Source: an optimization exercise on an open RTL-to-GDS flow (aim: small area and a short achievable clock period). Production flows keep margins and buffers that such runs may drop. No activity file was given, so power comes from the tool's default toggle rates.

==> flow/design.v (excerpt) <==
module tawas
(
  input  logic                      clk,
  input  logic                      reset,
  output logic [24-1:0]    iaddr,
  input  logic [31:0]               idata,
  output logic [31:0]               daddr,
  output logic                      dcs,
  output logic                      dwr,
  output logic [31:0]               dout,
  input  logic [31:0]               din,
  output logic [4-1:0] halted
);
Size in the first run: ~3600 cells after synthesis, roughly 1300 flip-flops, ~160 I/O pins, ~0.041 mm² of cells after synthesis.
==> module tawas_agen, before the edit <==
module tawas_agen
(
  input  logic [31:0] a,
  input  logic [15:0] imm,
  output logic [15:0] lo,
  output logic        use_hx,
  output logic [15:0] hx
);
  logic        c16;
  logic [15:0] a_inc, a_dec;
  assign {c16, lo} = {1'b0, a[15:0]} + {1'b0, imm};
  assign use_hx    = c16 ^ imm[15];
  tawas_inc16 inc (.a(a[31:16]), .y(a_inc));
  tawas_dec16 dec (.a(a[31:16]), .y(a_dec));
  assign hx = imm[15] ? a_dec : a_inc;
endmodule
==> module tawas_inc16, before the edit <==
module tawas_inc16
(
  input  logic [15:0] a,
  output logic [15:0] y
);
  assign y = a + 16'd1;
endmodule
==> module tawas_dec16, before the edit <==
module tawas_dec16
(
  input  logic [15:0] a,
  output logic [15:0] y
);
  assign y = a - 16'd1;
endmodule
==> module tawas, before the edit <==
module tawas
(
  input  logic                      clk,
  input  logic                      reset,
  output logic [24-1:0]    iaddr,
  input  logic [31:0]               idata,
  output logic [31:0]               daddr,
  output logic                      dcs,
  output logic                      dwr,
  output logic [31:0]               dout,
  input  logic [31:0]               din,
  output logic [4-1:0] halted
);
  localparam int PW = 24;
  logic [1:0] slice;
  logic [1:0] dec_slice;
  logic       dec_vld;
  logic [255:0] bank0, bank1, bank2, bank3;
  logic [2:0]   clr;                         
  logic         z0, z1, z2, z3;
  logic [PW-1:0] pc0, pc1, pc2, pc3;
  logic [3:0]  op;
  logic [2:0]  rd, ra, rb;
  logic [15:0] imm;
  assign op  = idata[31:28];
  assign rd  = idata[27:25];
  assign ra  = idata[24:22];
  assign rb  = idata[21:19];
  assign imm = idata[15:0];
  logic [31:0] ra_data, rb_data;
  logic [7:0] ra_oh, rb_oh;
  tawas_rdsel rdsel_a (.sel(ra), .onehot(ra_oh));
  tawas_rdsel rdsel_b (.sel(rb), .onehot(rb_oh));
  tawas_rdmux rdmux_a (.bank(bank0), .onehot(ra_oh), .q(ra_data));
  tawas_rdmux rdmux_b (.bank(bank0), .onehot(rb_oh), .q(rb_data));
  logic [15:0] d_lo, d_hx;
  logic        d_use_hx;
  tawas_agen agen (.a(ra_data), .imm(imm), .lo(d_lo), .use_hx(d_use_hx), .hx(d_hx));
  logic [PW-1:0] d_pc_next;
  always_comb begin
    if (d_taken)
      d_pc_next = pc1 + {{(PW-16){imm[15]}}, imm};
    else if (dec_vld && !d_halt)
      d_pc_next = pc1 + PW'(1);
    else
      d_pc_next = pc1;
  end
  logic d_ldi, d_add, d_sub, d_and, d_or, d_xor, d_shl, d_ld, d_st, d_halt, d_taken;
  assign d_ldi  = dec_vld && (op == 4'd1);
  assign d_add  = dec_vld && (op == 4'd2);
  assign d_sub  = dec_vld && (op == 4'd3);
  assign d_and  = dec_vld && (op == 4'd4);
  assign d_or   = dec_vld && (op == 4'd5);
  assign d_xor  = dec_vld && (op == 4'd6);
  assign d_shl  = dec_vld && (op == 4'd7);
  assign d_ld   = dec_vld && (op == 4'd8);
  assign d_st   = dec_vld && (op == 4'd9);
  assign d_halt = dec_vld && (op == 4'd12);
  assign d_taken = dec_vld && (((op == 4'd10) && z0) || ((op == 4'd11) && !z0));
  logic        e_wr, e_setz, e_arith, e_sub, e_shl, e_ld, e_st;
  logic [3:0]  e_lut;
  logic [2:0]  e_rd;
  logic [31:0] e_a, e_b;    
  logic [15:0] e_dlo, e_dhx;
  logic        e_duse_hx;
  always_ff @(posedge clk) begin
    if (reset) begin
      slice     <= 2'd0;
      dec_slice <= 2'd0;
      dec_vld   <= 1'b0;
      halted    <= '0;
      e_wr      <= 1'b0;
      e_setz    <= 1'b0;
      e_ld      <= 1'b0;
      e_st      <= 1'b0;
    end else begin
      slice     <= slice + 2'd1;
      dec_slice <= slice;
      dec_vld   <= !halted[slice];
      if (d_halt) halted[dec_slice] <= 1'b1;
      e_wr      <= d_ldi || d_add || d_sub || d_and || d_or || d_xor || d_shl;
      e_setz    <= d_add || d_sub || d_and || d_or || d_xor || d_shl;
      e_ld      <= d_ld;
      e_st      <= d_st;
    end
  end
  always_ff @(posedge clk) begin
    e_sub   <= (op == 4'd3);
    e_arith <= (op == 4'd2) || (op == 4'd3);
    e_shl   <= (op == 4'd7);
    case (op)
      4'd1:    e_lut <= 4'b1010;    
      4'd4:    e_lut <= 4'b1000;    
      4'd5:    e_lut <= 4'b1110;    
      4'd6:    e_lut <= 4'b0110;    
      default: e_lut <= 4'b0000;
    endcase
    e_rd   <= rd;
    e_a    <= ra_data;
    e_b    <= (op == 4'd1) ? {{16{imm[15]}}, imm} : (rb_data ^ {32{op == 4'd3}});
    e_dlo  <= d_lo;
    e_duse_hx <= d_use_hx;
    e_dhx  <= d_hx;
  end
  assign dcs   = e_ld || e_st;
  assign dwr   = e_st;
  assign daddr = {e_duse_hx ? e_dhx : e_a[31:16], e_dlo};
  assign dout  = e_b;
  logic [31:0] result;
  tawas_alu alu (
    .a(e_a), .b(e_b), .sub(e_sub), .arith(e_arith), .op_shl(e_shl), .lut(e_lut),
    .result(result)
  );
  logic        w_we, w_ld, w_z;
  logic [2:0]  w_rd;
  logic [31:0] w_res;
  always_ff @(posedge clk) begin
    if (reset) begin
      w_we <= 1'b0;
      w_ld <= 1'b0;
      w_z  <= 1'b0;
    end else begin
      w_we <= e_wr || e_ld;
      w_ld <= e_ld;
      w_z  <= e_setz;
    end
  end
  always_ff @(posedge clk) begin
    w_rd   <= e_rd;
    w_res  <= result;
  end
  logic [31:0] wdata;
  assign wdata = w_ld ? din : w_res;
  logic clearing;
  assign clearing = reset || clr[0];
  always_ff @(posedge clk) begin
    bank0 <= bank3;
    bank1 <= bank0;
    bank2 <= bank1;
    for (int r = 0; r < 8; r++) begin
      if (w_we && !reset && (w_rd == 3'(r)))
        bank3[r*32 +: 32] <= wdata;
      else
        bank3[r*32 +: 32] <= bank2[r*32 +: 32] & {32{!clearing}};
    end
  end
  always_ff @(posedge clk) begin
    if (reset) begin
      clr  <= 3'b111;
      z0   <= 1'b0;
      z1   <= 1'b0;
      z2   <= 1'b0;
      z3   <= 1'b0;
    end else begin
      clr  <= {1'b0, clr[2:1]};
      z0 <= z3;
      z1 <= z0;
      z2 <= z1;
      z3 <= w_z ? (w_res == 32'd0) : z2;
    end
  end
  always_ff @(posedge clk) begin
    if (reset) begin
      pc0 <= PW'(0);
      pc1 <= PW'(3 * 64);
      pc2 <= PW'(2 * 64);
      pc3 <= PW'(1 * 64);
    end else begin
      pc0 <= pc3;
      pc1 <= pc0;
      pc2 <= d_pc_next;
      pc3 <= pc2;
    end
  end
  assign iaddr = pc0;
endmodule
Settings: LEC_CHECK=0, CAP_MARGIN=20, CORE_MARGIN=2, CORE_UTILIZATION=40, SLEW_MARGIN=20, SYNTH_HIERARCHICAL=1, SYNTH_MINIMUM_KEEP_SIZE=0; clock period 10.0 ns.
standard.sh (not shown) runs the stock make flow with config.mk's settings and CLKGATE_MAP_FILE= SYNTH_SCRIPT=/design/flow/synth_recipe.tcl, a recipe that flattens the netlist after the stock synthesis.
==> flow/flow/run.sh <==
#!/bin/bash
set -euo pipefail
export BUFFER_PORTS_ARGS="-buffer_cell sky130_fd_sc_hd__buf_2"
export SETUP_SLACK_MARGIN=6.3
export CTS_ARGS="-sink_clustering_enable -repair_clock_nets -dont_use_dummy_load -sink_clustering_size 30 -sink_clustering_max_diameter 60"
bash standard.sh > standard_flow.log 2>&1
Next try:
--- a/flow/design.v
+++ b/flow/design.v
@@ -79,30 +79,17 @@
   input  logic [31:0] a,
   input  logic [15:0] imm,
   output logic [15:0] lo,
-  output logic        use_hx,
-  output logic [15:0] hx
-);
-  logic        c16;
-  logic [15:0] a_inc, a_dec;
+  output logic        c16,
+  output logic [15:0] hi0,
+  output logic [15:0] hi1
+);
+  logic [15:0] a_hi, a_inc, a_dec;
   assign {c16, lo} = {1'b0, a[15:0]} + {1'b0, imm};
-  assign use_hx    = c16 ^ imm[15];
-  tawas_inc16 inc (.a(a[31:16]), .y(a_inc));
-  tawas_dec16 dec (.a(a[31:16]), .y(a_dec));
-  assign hx = imm[15] ? a_dec : a_inc;
-endmodule
-module tawas_inc16
-(
-  input  logic [15:0] a,
-  output logic [15:0] y
-);
-  assign y = a + 16'd1;
-endmodule
-module tawas_dec16
-(
-  input  logic [15:0] a,
-  output logic [15:0] y
-);
-  assign y = a - 16'd1;
+  assign a_hi  = a[31:16];
+  assign a_inc = a_hi + 16'd1;
+  assign a_dec = a_hi - 16'd1;
+  assign hi0   = imm[15] ? a_dec : a_hi;
+  assign hi1   = imm[15] ? a_hi : a_inc;
 endmodule
 module tawas
 (
@@ -139,9 +126,11 @@
   tawas_rdsel rdsel_b (.sel(rb), .onehot(rb_oh));
   tawas_rdmux rdmux_a (.bank(bank0), .onehot(ra_oh), .q(ra_data));
   tawas_rdmux rdmux_b (.bank(bank0), .onehot(rb_oh), .q(rb_data));
-  logic [15:0] d_lo, d_hx;
-  logic        d_use_hx;
-  tawas_agen agen (.a(ra_data), .imm(imm), .lo(d_lo), .use_hx(d_use_hx), .hx(d_hx));
+  logic [15:0] d_lo, d_hi0, d_hi1;
+  logic        d_c16;
+  logic [15:0] d_aimm;
+  assign d_aimm = imm & {16{(op == 4'd8) || (op == 4'd9)}};
+  tawas_agen agen (.a(ra_data), .imm(d_aimm), .lo(d_lo), .c16(d_c16), .hi0(d_hi0), .hi1(d_hi1));
   logic [PW-1:0] d_pc_next;
   always_comb begin
     if (d_taken)
@@ -166,9 +155,9 @@
   logic        e_wr, e_setz, e_arith, e_sub, e_shl, e_ld, e_st;
   logic [3:0]  e_lut;
   logic [2:0]  e_rd;
-  logic [31:0] e_a, e_b;    
-  logic [15:0] e_dlo, e_dhx;
-  logic        e_duse_hx;
+  logic [31:0] e_b;         
+  logic [15:0] e_dlo, e_dhi0, e_dhi1;
+  logic        e_dc16;
   always_ff @(posedge clk) begin
     if (reset) begin
       slice     <= 2'd0;
@@ -202,19 +191,19 @@
       default: e_lut <= 4'b0000;
     endcase
     e_rd   <= rd;
-    e_a    <= ra_data;
     e_b    <= (op == 4'd1) ? {{16{imm[15]}}, imm} : (rb_data ^ {32{op == 4'd3}});
     e_dlo  <= d_lo;
-    e_duse_hx <= d_use_hx;
-    e_dhx  <= d_hx;
+    e_dc16 <= d_c16;
+    e_dhi0 <= d_hi0;
+    e_dhi1 <= d_hi1;
   end
   assign dcs   = e_ld || e_st;
   assign dwr   = e_st;
-  assign daddr = {e_duse_hx ? e_dhx : e_a[31:16], e_dlo};
+  assign daddr = {e_dc16 ? e_dhi1 : e_dhi0, e_dlo};
   assign dout  = e_b;
   logic [31:0] result;
   tawas_alu alu (
-    .a(e_a), .b(e_b), .sub(e_sub), .arith(e_arith), .op_shl(e_shl), .lut(e_lut),
+    .a({e_dhi0, e_dlo}), .b(e_b), .sub(e_sub), .arith(e_arith), .op_shl(e_shl), .lut(e_lut),
     .result(result)
   );
   logic        w_we, w_ld, w_z;
Result: Worst setup slack is worse by 54 ps; sequential share of layout area goes up by 0.60 points; global-route usage decreases by 0.84 points; final area went down by a few percent; first-iteration DRC count goes down by a few percent; wire length goes down by a few percent; cell count shrinks slightly; combinational power went down slightly; total power is lower slightly.
No functional check of the RTL was part of any run of this note.

## port drivers added, routing unchanged
The results above use ideal ports. As a check the final layouts listed here were re-extracted and re-timed, cells and wires unchanged. Step 1 assumes that a clkbuf_16 drives the clock port and a buf_2 every other input. Step 2 adds t to the input delays and takes it off the output delays; t is the mean of the earliest and latest rising clock arrival at the registers after step 1. Input paths then give back, and output paths get back, about the clock's delay inside the block. a / b / c = ideal / step 1 / step 2; a / b = the first two.
run | shift t [ns] | slack for setup (ns) | worst hold slack (ns) | latest minus earliest clock arrival (ns) | slew at the worst register clock pin (ns)
the first run | 0.701 | 5.905 / 5.927 / 5.226 | 0.284 / 0.284 / 0.284 | 0.103 / 0.102 | 0.11 / 0.11
the second run | 0.680 | 5.851 / 5.820 / 5.140 | 0.250 / 0.250 / 0.250 | 0.111 / 0.110 | 0.11 / 0.11
After both steps setup and hold are still met in every run listed. For the second run, which loses most, drivers alone change the setup slack by -0.031 ns; drivers and shift together by -0.711 ns.
